What follows belongs to an exercise in optimizing a design on an open flow for small area and a short achievable clock period; a production flow would make more cautious choices.
In this exercise RTL edits were held to simulation tests only and were not proved equivalent to the original.
Power figures rest on the tool's default switching activity, not on a simulated workload.

// rpn_cpu_core
module rpn_cpu_core #(
    parameter int DATA_W      = 8,
    parameter int NREG        = 32,
    parameter int ADDR_W      = 8,
    parameter int STACK_DEPTH = 4
) (
    input  logic                            clk,
    input  logic                            reset,
    input  logic                            step,
    input  logic [3:0]                      evt,
    input  logic [DATA_W-1:0]               din,
    input  logic [11+2*DATA_W+ADDR_W-1:0]   instr,
    output logic [ADDR_W-1:0]               ip,
    output logic [DATA_W-1:0]               dout,
    output logic [DATA_W-1:0]               gpo,
    output logic [DATA_W-1:0]               flags
);
For scale: ~1800 cells after synthesis, roughly 300 flip-flops, ~82 I/O pins, ~19000 um^2 of cells after synthesis.
Settings: LEC_CHECK=0, CAP_MARGIN=20, CELL_PAD_IN_SITES_DETAIL_PLACEMENT=1, CORE_MARGIN=2, CORE_UTILIZATION=35, CTS_BUF_LIST=sky130_fd_sc_hd__clkbuf_8, PLACE_DENSITY=0.5, SETUP_SLACK_MARGIN=2.5, SLEW_MARGIN=20; clock period 13.0 ns.
standard.sh (not shown) runs the stock make flow with config.mk's settings and CLKGATE_MAP_FILE= SYNTH_SCRIPT=/design/flow/synth_recipe.tcl, a recipe that flattens the netlist after the stock synthesis.
==> flow/flow/run.sh <==
#!/bin/bash
# Standard ORFS layout, except that:
# - each register-file read port (modules rpn_rdport, rpn_rdsel, rpn_rdsel2) is synthesised
#   from a hand-mapped cell netlist (flow/rdport_map.v: a one-hot AND-OR of a222oi cells)
#   instead of Yosys/ABC's mapping; all registers and the rest of the design go through the
#   standard synthesis unchanged;
# - the port buffers are buf_1 cells (resized later where timing needs it).
set -euo pipefail
python3 flow/subst.py design.v flow/rdport_map.v design_mapped.v > subst.log 2>&1
bash standard.sh VERILOG_FILES="$PWD/design_mapped.v" \
    "BUFFER_PORTS_ARGS=-buffer_cell sky130_fd_sc_hd__buf_1" finish > standard.log 2>&1
Other scripts of this flow, unchanged in this note and not shown: flow/flow/rdport_map.v, flow/flow/subst.py
Change:
Settings changed: CTS_BUF_LIST sky130_fd_sc_hd__clkbuf_8 to sky130_fd_sc_hd__clkbuf_16, CTS_CLUSTER_DIAMETER from default to 100, CTS_CLUSTER_SIZE from default to 24.
Outcome:
- setup slack improves by 0.037 ns
- routed wire length falls by about 0.9%
- synthesized cell count does not change
- first-iteration DRC count goes down by 4.8%
- count of clock-buffer cells in the layout decreases by 36
- core utilization is lower by 0.56 points
- total power shrinks by about 5%

========
## 01-12
Starting RTL as in the previous note.
export LEC_CHECK = 0
export CAP_MARGIN = 20
export CELL_PAD_IN_SITES_DETAIL_PLACEMENT = 1
export CORE_MARGIN = 2
export CORE_UTILIZATION = 35
export CTS_BUF_LIST = sky130_fd_sc_hd__clkbuf_8
export PLACE_DENSITY = 0.5
export SETUP_SLACK_MARGIN = 4.0
export SLEW_MARGIN = 20
create_clock -name core_clock -period 13.0 [get_ports {clk}]
==> flow/flow/run.sh <==
#!/bin/bash
# Standard ORFS layout, except that:
# - each register-file read port (modules rpn_rdport, rpn_rdsel, rpn_rdsel2) is synthesised
#   from a hand-mapped cell netlist (printed by flow/rdgen.py: a one-hot AND-OR of a22oi
#   cells) instead of Yosys/ABC's mapping; all registers and the rest of the design go
#   through the standard synthesis unchanged;
# - the port buffers are buf_1 cells (resized later where timing needs it).
set -euo pipefail
python3 flow/rdgen.py > rdport_map.v 2> rdgen.log
python3 flow/subst.py design.v rdport_map.v design_mapped.v > subst.log 2>&1
bash standard.sh VERILOG_FILES="$PWD/design_mapped.v" \
    "BUFFER_PORTS_ARGS=-buffer_cell sky130_fd_sc_hd__buf_1" finish > standard.log 2>&1
Other scripts of this flow, unchanged in this note and not shown: flow/flow/rdgen.py, flow/flow/subst.py
01-12: full flow OK, the timing, DRC and antenna checks passed
Modified inputs, 12-16 compared to 01-12
- changing SETUP_SLACK_MARGIN from 4.0 to 3.5
Notes after the runs:
01-12 -> 12-16: number of buffers on the longest clock path delta 0, exact match. 12-16 — part of the total power dissipated in sequential elements 1.6 points higher, 01-12 as reference. 12-16 — final instance area 4.5% lower, 01-12 as reference. 12-16 vs. 01-12: overall power consumption went down by 4.4%. On routed wire length: 12-16 sits below 01-12. Comparing 12-16 and 01-12, the higher least setup slack across all paths after layout was measured on 01-12.

-- what the ideal ports hide --
The results above use ideal ports. As a check the final layouts listed here were re-extracted and re-timed, cells and wires unchanged.
Step 1 (the two cells are an assumption about what drives the block):
set clk [get_ports {clk}]
set_driving_cell -lib_cell sky130_fd_sc_hd__clkbuf_16 $clk
set_driving_cell -lib_cell sky130_fd_sc_hd__buf_2 [delete_from_list [all_inputs] $clk]
Step 2 moves the port delays by t, midway between the first and last clock arrival at a register: inputs arrive t later, outputs are due t later. That takes back most of the time a late clock gives input paths.
Three values: no drivers, after step 1, after step 2; two values: the first two.
run | t (ns) | setup slack, ns | worst setup path after step 2 | worst register clock-pin slew, ns | worst data-port slew with drivers (ns)
the first run of note 1 | 0.706 | 2.415 / 2.384 / 1.678 | input to register | 0.07 / 0.07 | 0.11
the second run of note 1 | 0.615 | 2.452 / 2.425 / 1.811 | input to register | 0.10 / 0.10 | 0.11
01-12 | 0.710 | 3.780 / 3.781 / 3.071 | input to register | 0.07 / 0.07 | 0.13
12-16 | 0.705 | 3.512 / 3.463 / 2.759 | input to register | 0.07 / 0.07 | 0.10
After both steps every run listed still meets setup and hold. The setup slack of 12-16, which loses most, moves by -0.049 ns with the drivers and by -0.753 ns with both steps.
